From an optimization exercise on the open Yosys and OpenROAD flow, aimed at small area and a short achievable clock period; shortcuts taken in it are not production practice. No functional check of the RTL was part of any run shown here. Power figures rest on the tool's default switching activity, not on a simulated workload.

==> flow/design.v (outline; a module is shown in full before it is edited, if it fits) <==
// module csa_fa: 10 lines
// module csa_ha: 9 lines
// module csa_fx: 12 lines
// module csa_x2: 7 lines
// module csa_hn: 9 lines
// module csa_xn: 7 lines
// module filter_tap_loader: 39 lines
// module horizontal_filter: 625 lines
// module row_result_store: 38 lines
// module vertical_filter: 390 lines
// module conv_top: 60 lines
module conv_top (
	input  logic    clk,
	input  logic    rst_n,
	input  logic    filter_valid,
	input  logic    image_valid,
	input  conv_pkg::sample_t in_data,
	output logic    out_valid,
	output conv_pkg::result_t out_data
);
  // ...
==> flow/run.sh <==
#!/bin/bash
# synth_recipe.tcl (not shown) runs the flow's synth.tcl, then flattens the netlist and writes it again
# the make line also repeats each setting of config.mk as NAME=value (left out here)
make -C /OpenROAD-flow-scripts/flow DESIGN_CONFIG=/design/flow/config.mk WORK_HOME=/design/flow/orfs CLKGATE_MAP_FILE= SYNTH_SCRIPT=/design/flow/synth_recipe.tcl finish
==> flow/config.mk <==
export PLATFORM = sky130hd
export DESIGN_NAME = conv_top
export DESIGN_NICKNAME = conv_top
export VERILOG_FILES = /design/flow/design.v
export SDC_FILE = /design/flow/constraint.sdc
export NUM_CORES = 4
export LEC_CHECK = 0
export ABC_CLOCK_PERIOD_IN_PS = 2050
export CAP_MARGIN = 20
export CORE_MARGIN = 2
export CORE_UTILIZATION = 40
export CTS_BUF_LIST = sky130_fd_sc_hd__clkbuf_16
export CTS_CLUSTER_DIAMETER = 150
export CTS_CLUSTER_SIZE = 25
export SETUP_SLACK_MARGIN = 2.45
export SLEW_MARGIN = 20
export SYNTH_HIERARCHICAL = 1
==> flow/constraint.sdc <==
create_clock -name core_clock -period 4.5 [get_ports {clk}]
set_input_delay 0.9000 -clock core_clock [delete_from_list [all_inputs] [get_ports {clk}]]
set_output_delay 0.9000 -clock core_clock [all_outputs]
set_load 0.01 [all_outputs]
==> results.txt, run 1 <==
# TYPE chip_impl_metric gauge
chip_impl_metric{name="post-route-worst-setup-slack",unit="ps"} 2490
chip_impl_metric{name="routed-wl-met3",unit="µm"} 853
chip_impl_info{name="run_status",value="finished clean"} 1
chip_impl_metric{name="sequential_fraction_of_total_cell_area",unit="%"} 51.6
chip_impl_info{name="cts.root.buffer_cell",value="sky130_fd_sc_hd__clkbuf_16"} 1
chip_impl_info{name="largest_register",value="u_row_result_store.dl"} 1
chip_impl_metric{name="routing_usage_on_met1",unit="%"} 18.4
chip_impl_metric{name="total_leakage_power",unit="nW"} 6.84
chip_impl_metric{name="power_per_cell_area",unit="nW/µm²"} 763
chip_impl_metric{name="achievable-frequency",unit="MHz"} 498
chip_impl_metric{name="final-seq-area",unit="µm²"} 9620
chip_impl_info{name="worstSetupEndpointType",value="flip-flop"} 1
chip_impl_metric{name="critPathArrivalTime",unit="ps"} 2430
chip_impl_metric{name="initial_utilization",unit="%"} 40.4
chip_impl_metric{name="preCtsSetupSlack",unit="ps"} 1590
chip_impl_info{name="layout.cells.most_common",value="sky130_fd_sc_hd__dfxtp_1"} 1
chip_impl_metric{name="floorplan.die.width",unit="µm"} 209
chip_impl_metric{name="worstSetupPathDepth",unit=""} 5
chip_impl_metric{name="cts-hold-fix-buffers",unit=""} 0
chip_impl_metric{name="syn_inst",unit=""} 1172
chip_impl_metric{name="grt.met3_usage",unit="%"} 1.59
chip_impl_metric{name="worst_setup_hold_path_clk_slew",unit="ps"} 100
chip_impl_metric{name="vias_per_cell",unit=""} 4.99
chip_impl_metric{name="antenna_found_initial",unit=""} 0
chip_impl_metric{name="area_post_placement",unit="µm²"} 17500
chip_impl_metric{name="number_of_primary_i_o_pins",unit=""} 25
chip_impl_metric{name="worst-r2r-cell-count",unit=""} 5
chip_impl_info{name="r2r-start",value="u_row_result_store.dl[94]"} 1
chip_impl_metric{name="ctsHtreeMaxLevel",unit=""} 1
chip_impl_metric{name="num-nonclk-inverters",unit=""} 23
chip_impl_info{name="tritoncts",value="built"} 1
chip_impl_metric{name="nMultiInputCombCells",unit=""} 697
chip_impl_metric{name="met1_length",unit="mm"} 13.5
chip_impl_metric{name="clock_tree_cell_share_of_total_cell_area",unit="%"} 2.91
chip_impl_metric{name="core.rowCount",unit=""} 75
chip_impl_info{name="critical_path.reg2reg.endpoint",value="u_vertical_filter.ct_s0[33]"} 1
==> inputs of run 2 (changes only) <==
--- a/flow/config.mk
+++ b/flow/config.mk
@@ -12,6 +12,6 @@
 export CTS_BUF_LIST = sky130_fd_sc_hd__clkbuf_16
 export CTS_CLUSTER_DIAMETER = 150
 export CTS_CLUSTER_SIZE = 25
-export SETUP_SLACK_MARGIN = 2.45
+export SETUP_SLACK_MARGIN = 2.55
 export SLEW_MARGIN = 20
 export SYNTH_HIERARCHICAL = 1
==> run 2 against run 1 <==
Against the previous run: combinational power grew 8.0%; critical path depth did not move; worst hold slack got worse by 8.7 ps; flip-flop and latch count is the same; sequential power about the same; cell area rose by 3.8%; final cell count is 3.5% higher; sequential share of layout area fell by 1.9 points; largest cell class unchanged; largest power group unchanged.
==> results.txt, run 2 <==
# TYPE chip_impl_metric gauge
chip_impl_metric{name="achievable-frequency",unit="MHz"} 511
chip_impl_metric{name="routed_via_count",unit=""} 8908
chip_impl_info{name="cts.root.buffer_cell",value="sky130_fd_sc_hd__clkbuf_16"} 1
chip_impl_metric{name="numPortBuffers",unit=""} 24
chip_impl_metric{name="vias_per_cell",unit=""} 4.91
chip_impl_metric{name="floorplan.core_area",unit="µm²"} 41800
chip_impl_info{name="worstSetupEndpointType",value="flip-flop"} 1
chip_impl_metric{name="drt_wl_total",unit="mm"} 31.7
chip_impl_metric{name="cts_inserted_buffers",unit=""} 19
chip_impl_metric{name="worst_setup_hold_path_clk_slew",unit="ps"} 90
chip_impl_metric{name="hold_viol_final",unit=""} 0
chip_impl_metric{name="area_post_placement",unit="µm²"} 17500
chip_impl_metric{name="total_leakage_power",unit="nW"} 7.14
chip_impl_metric{name="critical-path-max-stage-delay",unit="ps"} 500
chip_impl_metric{name="source_to_sink_clock_delay_at_the_later_pin_of_the_worst_skew_pair",unit="ps"} 540
chip_impl_info{name="run_status",value="finished clean"} 1
chip_impl_metric{name="final.period_utilization",unit="%"} 43.5
chip_impl_metric{name="cts-hold-fix-buffers",unit=""} 0
chip_impl_info{name="worstHoldStart",value="u_vertical_filter.ct_s0[1]"} 1
chip_impl_metric{name="worstPathMaxFanout",unit=""} 4
chip_impl_metric{name="ctsHtreeMaxLevel",unit=""} 1
chip_impl_info{name="layout.cells.most_common",value="sky130_fd_sc_hd__dfxtp_1"} 1
chip_impl_metric{name="final_nets",unit=""} 1425
chip_impl_metric{name="detail_route.drc_violations",unit=""} 0
chip_impl_metric{name="power_per_cell_area",unit="nW/µm²"} 763
chip_impl_metric{name="setup_viol",unit=""} 0
chip_impl_metric{name="critPathArrivalTime",unit="ps"} 2390
chip_impl_metric{name="yosysWarnings",unit=""} 12
chip_impl_metric{name="tns",unit="ps"} 0
chip_impl_info{name="grt_setup_unrepaired",value="yes"} 1
chip_impl_metric{name="layout-drive-gt1-share",unit="%"} 23.7
chip_impl_metric{name="detail_route.first_pass.iterations",unit=""} 5
chip_impl_info{name="criticalPathCategory",value="flip-flop to flip-flop"} 1
chip_impl_metric{name="grt_max_degree",unit=""} 58
chip_impl_info{name="worstSetupStartpointType",value="flip-flop"} 1
chip_impl_info{name="largest_register",value="u_row_result_store.dl"} 1
chip_impl_metric{name="timing_max_transition_violations_final",unit=""} 0
chip_impl_metric{name="largest_register_ff_count",unit=""} 128
chip_impl_metric{name="min_delay_path_depth",unit=""} 0
chip_impl_metric{name="layout.filler_cells",unit=""} 3668
chip_impl_info{name="critical_path.most_common_cell",value="sky130_fd_sc_hd__fa_2"} 1
chip_impl_metric{name="initial_utilization",unit="%"} 40.4
chip_impl_metric{name="mappedNetlistNets",unit=""} 1332
chip_impl_metric{name="synthesis.area_per_instance",unit="µm²"} 14.4
chip_impl_metric{name="route.antenna.remaining_nets",unit=""} 0
chip_impl_metric{name="post_synth_instance_area",unit="µm²"} 16900
chip_impl_metric{name="place_congestion",unit=""} 0.842
chip_impl_metric{name="grt_usage",unit="%"} 14.6
chip_impl_metric{name="first_global_vias",unit=""} 9212
chip_impl_metric{name="core.rowCount",unit=""} 75
chip_impl_metric{name="grt_pass1_wl",unit="mm"} 50.8
chip_impl_metric{name="routedWlPerCell",unit="µm"} 17.5
chip_impl_info{name="timing.critical_path.cells",value="and2_4 -> fa_2 -> fa_2 -> xor2_1 -> a22o_1"} 1
chip_impl_metric{name="cp.required",unit="ps"} 4930
chip_impl_metric{name="layout.cell_area.non_filler",unit="µm²"} 19300
chip_impl_metric{name="number_of_primary_i_o_pins",unit=""} 25
chip_impl_info{name="hold_class",value="flip-flop to flip-flop"} 1
chip_impl_metric{name="worst-r2r-cell-count",unit=""} 5
chip_impl_info{name="critPathLaunch",value="u_row_result_store.dl[127]"} 1
chip_impl_info{name="tritoncts",value="built"} 1
chip_impl_metric{name="grt_overflow",unit=""} 0
chip_impl_metric{name="clock_sinks",unit=""} 388
chip_impl_metric{name="antenna_found_initial",unit=""} 1
chip_impl_metric{name="worst_margin_pin_slew",unit="ps"} 913
chip_impl_metric{name="power.ir.vdd_worst",unit="mV"} 0.377
chip_impl_info{name="critical_path.slowest_cell",value="sky130_fd_sc_hd__edfxtp_1"} 1
chip_impl_metric{name="syn_inst",unit=""} 1172
chip_impl_metric{name="worst_hold_slack",unit="ps"} 328
chip_impl_metric{name="areaGrowthSynthToFinish",unit="%"} 14.7
chip_impl_metric{name="drv.max_cap_violation_count",unit=""} 0
chip_impl_metric{name="dp_hpwl",unit="mm"} 21.3
chip_impl_info{name="layout_common_cells",value="sky130_fd_sc_hd__dfxtp_1 (184), sky130_fd_sc_hd__edfxtp_1 (178), sky130_fd_sc_hd__xnor2_1 (147)"} 1
chip_impl_info{name="largest_registers_in_the_final_layout",value="u_row_result_store.dl: 128 flops, u_horizontal_filter.rt_s0: 40 flops, u_vertical_filter.ct_s0: 34 flops"} 1
chip_impl_metric{name="fp.dieArea",unit="µm²"} 43800
chip_impl_metric{name="timing.max_slew.rel_slack",unit="%"} 39.2
chip_impl_metric{name="dieHeight",unit="µm"} 209
chip_impl_metric{name="multiInputGateArea",unit="µm²"} 7280
chip_impl_metric{name="period_needed",unit="ps"} 1960
chip_impl_metric{name="n_antenna_cell",unit=""} 0
chip_impl_metric{name="floorplan.die.width",unit="µm"} 209
chip_impl_metric{name="final-seq-area",unit="µm²"} 9620
chip_impl_metric{name="cts_max_path_buffers",unit=""} 3
chip_impl_metric{name="detailedRoute.firstIterationViolations",unit=""} 539
chip_impl_metric{name="clock-skew-final",unit="ps"} 20.4
chip_impl_info{name="r2r-start",value="u_row_result_store.dl[127]"} 1
==> run 2: cell types whose count changed in the layout (fill, tap and decap cells not counted), sizes merged <==
cell | before | now
buf | 53 | 130
clkbuf | 23 | 22
clkdlybuf4s15 | 10 | 2
dlygate4sd2 | 6 | 0
==> run 2: final timing paths <==
kind | endpoint | slack, ps
hold / removal | u_vertical_filter.ct_s1[1] | 330
hold reg to reg | u_vertical_filter.ct_s1[1] | 330
max in group asynchronous | u_row_result_store.pix_pos[3] | 3490
min in group asynchronous | res_pipe[1] | 670
setup reg to reg | u_vertical_filter.ct_s0[30] | 2540
setup / recovery | u_vertical_filter.ct_s0[30] | 2540
==> run 2: metrics by stage <==
stage	std cells	utilization (%)	setup slack, ps	total power [mW]
after global routing	1815	46.3	2480	16.0
after floorplan	1172	-	2290	10.7
final	1815	46.3	2540	14.8
after detailed placement	1675	42.0	1570	12.4
after CTS	1759	44.6	2480	14.5
after global placement	1675	42.0	1630	12.3
==> run 2: layout make-up <==
cell class	count	area share, %
flip-flops and latches	388	49.8
multi-input cells	697	37.6
repair buffers	136	5.69
well taps	539	3.49
clock buffers	19	2.46
inverters	23	0.641
clock inverters	13	0.343
==> run 2: layer usage <==
metal | up-vias | GRT usage (%) | wire [µm]
met3 | 36 | 1.96 | 937
li1 | 4189 | - | -
met5 | - | 0 | 8
met1 | 4539 | 19.7 | 14400
met4 | 2 | 2.86 | 521
met2 | 142 | 25.5 | 15900
==> run 2: power by group <==
group | switching, mW | total (mW) | internal, mW
logic | 3.61 | 7.17 | 3.55
clock network | 1.08 | 1.87 | 0.785
registers | 0.832 | 5.73 | 4.90
==> run 2: worst max-delay path, delay by kind of cell (launching register included) <==
| kind | cells | cell delay [ps] |
|---|---|---|
| compound gates | 1 | 210 |
| xor+xnor | 1 | 170 |
| fa+ha+maj | 2 | 770 |
| flops | 1 | 500 |
| simple gates | 1 | 210 |
==> run 2: timing repair <==
action | in CTS | in global routing
setup buffers | 52 | 56
pin swaps | 9 | 22
endpoints found under the setup margin | 102 | 65
gates resized for setup | 125 | 81

## port drivers added, routing unchanged
How much do the figures lean on ideal ports? The routed layouts below were timed once more, with nothing changed but the port constraints. Step 1 assumes that a clkbuf_16 drives the clock port and a buf_2 every other input. Step 2 times the ports against the registers' clock, not the clock port: input delays grow and output delays shrink by t, the midpoint of the rising clock arrivals with the driver on. Slacks: ideal ports / drivers / drivers and shift; pairs: ideal ports / drivers.
run	shift t [ns]	slack for setup (ns)	hold WS [ns]	worst setup path after step 2	worst slew at a driven data input, ns
run 1	0.573	2.491 / 2.449 / 1.977	0.336 / 0.336 / 0.336	input to register	0.04
run 2	0.578	2.545 / 2.518 / 2.025	0.328 / 0.328 / 0.328	input to register	0.04
After both steps every run listed still meets setup and hold. For run 2, which loses most, drivers alone change the setup slack by -0.027 ns; drivers and shift together by -0.520 ns.
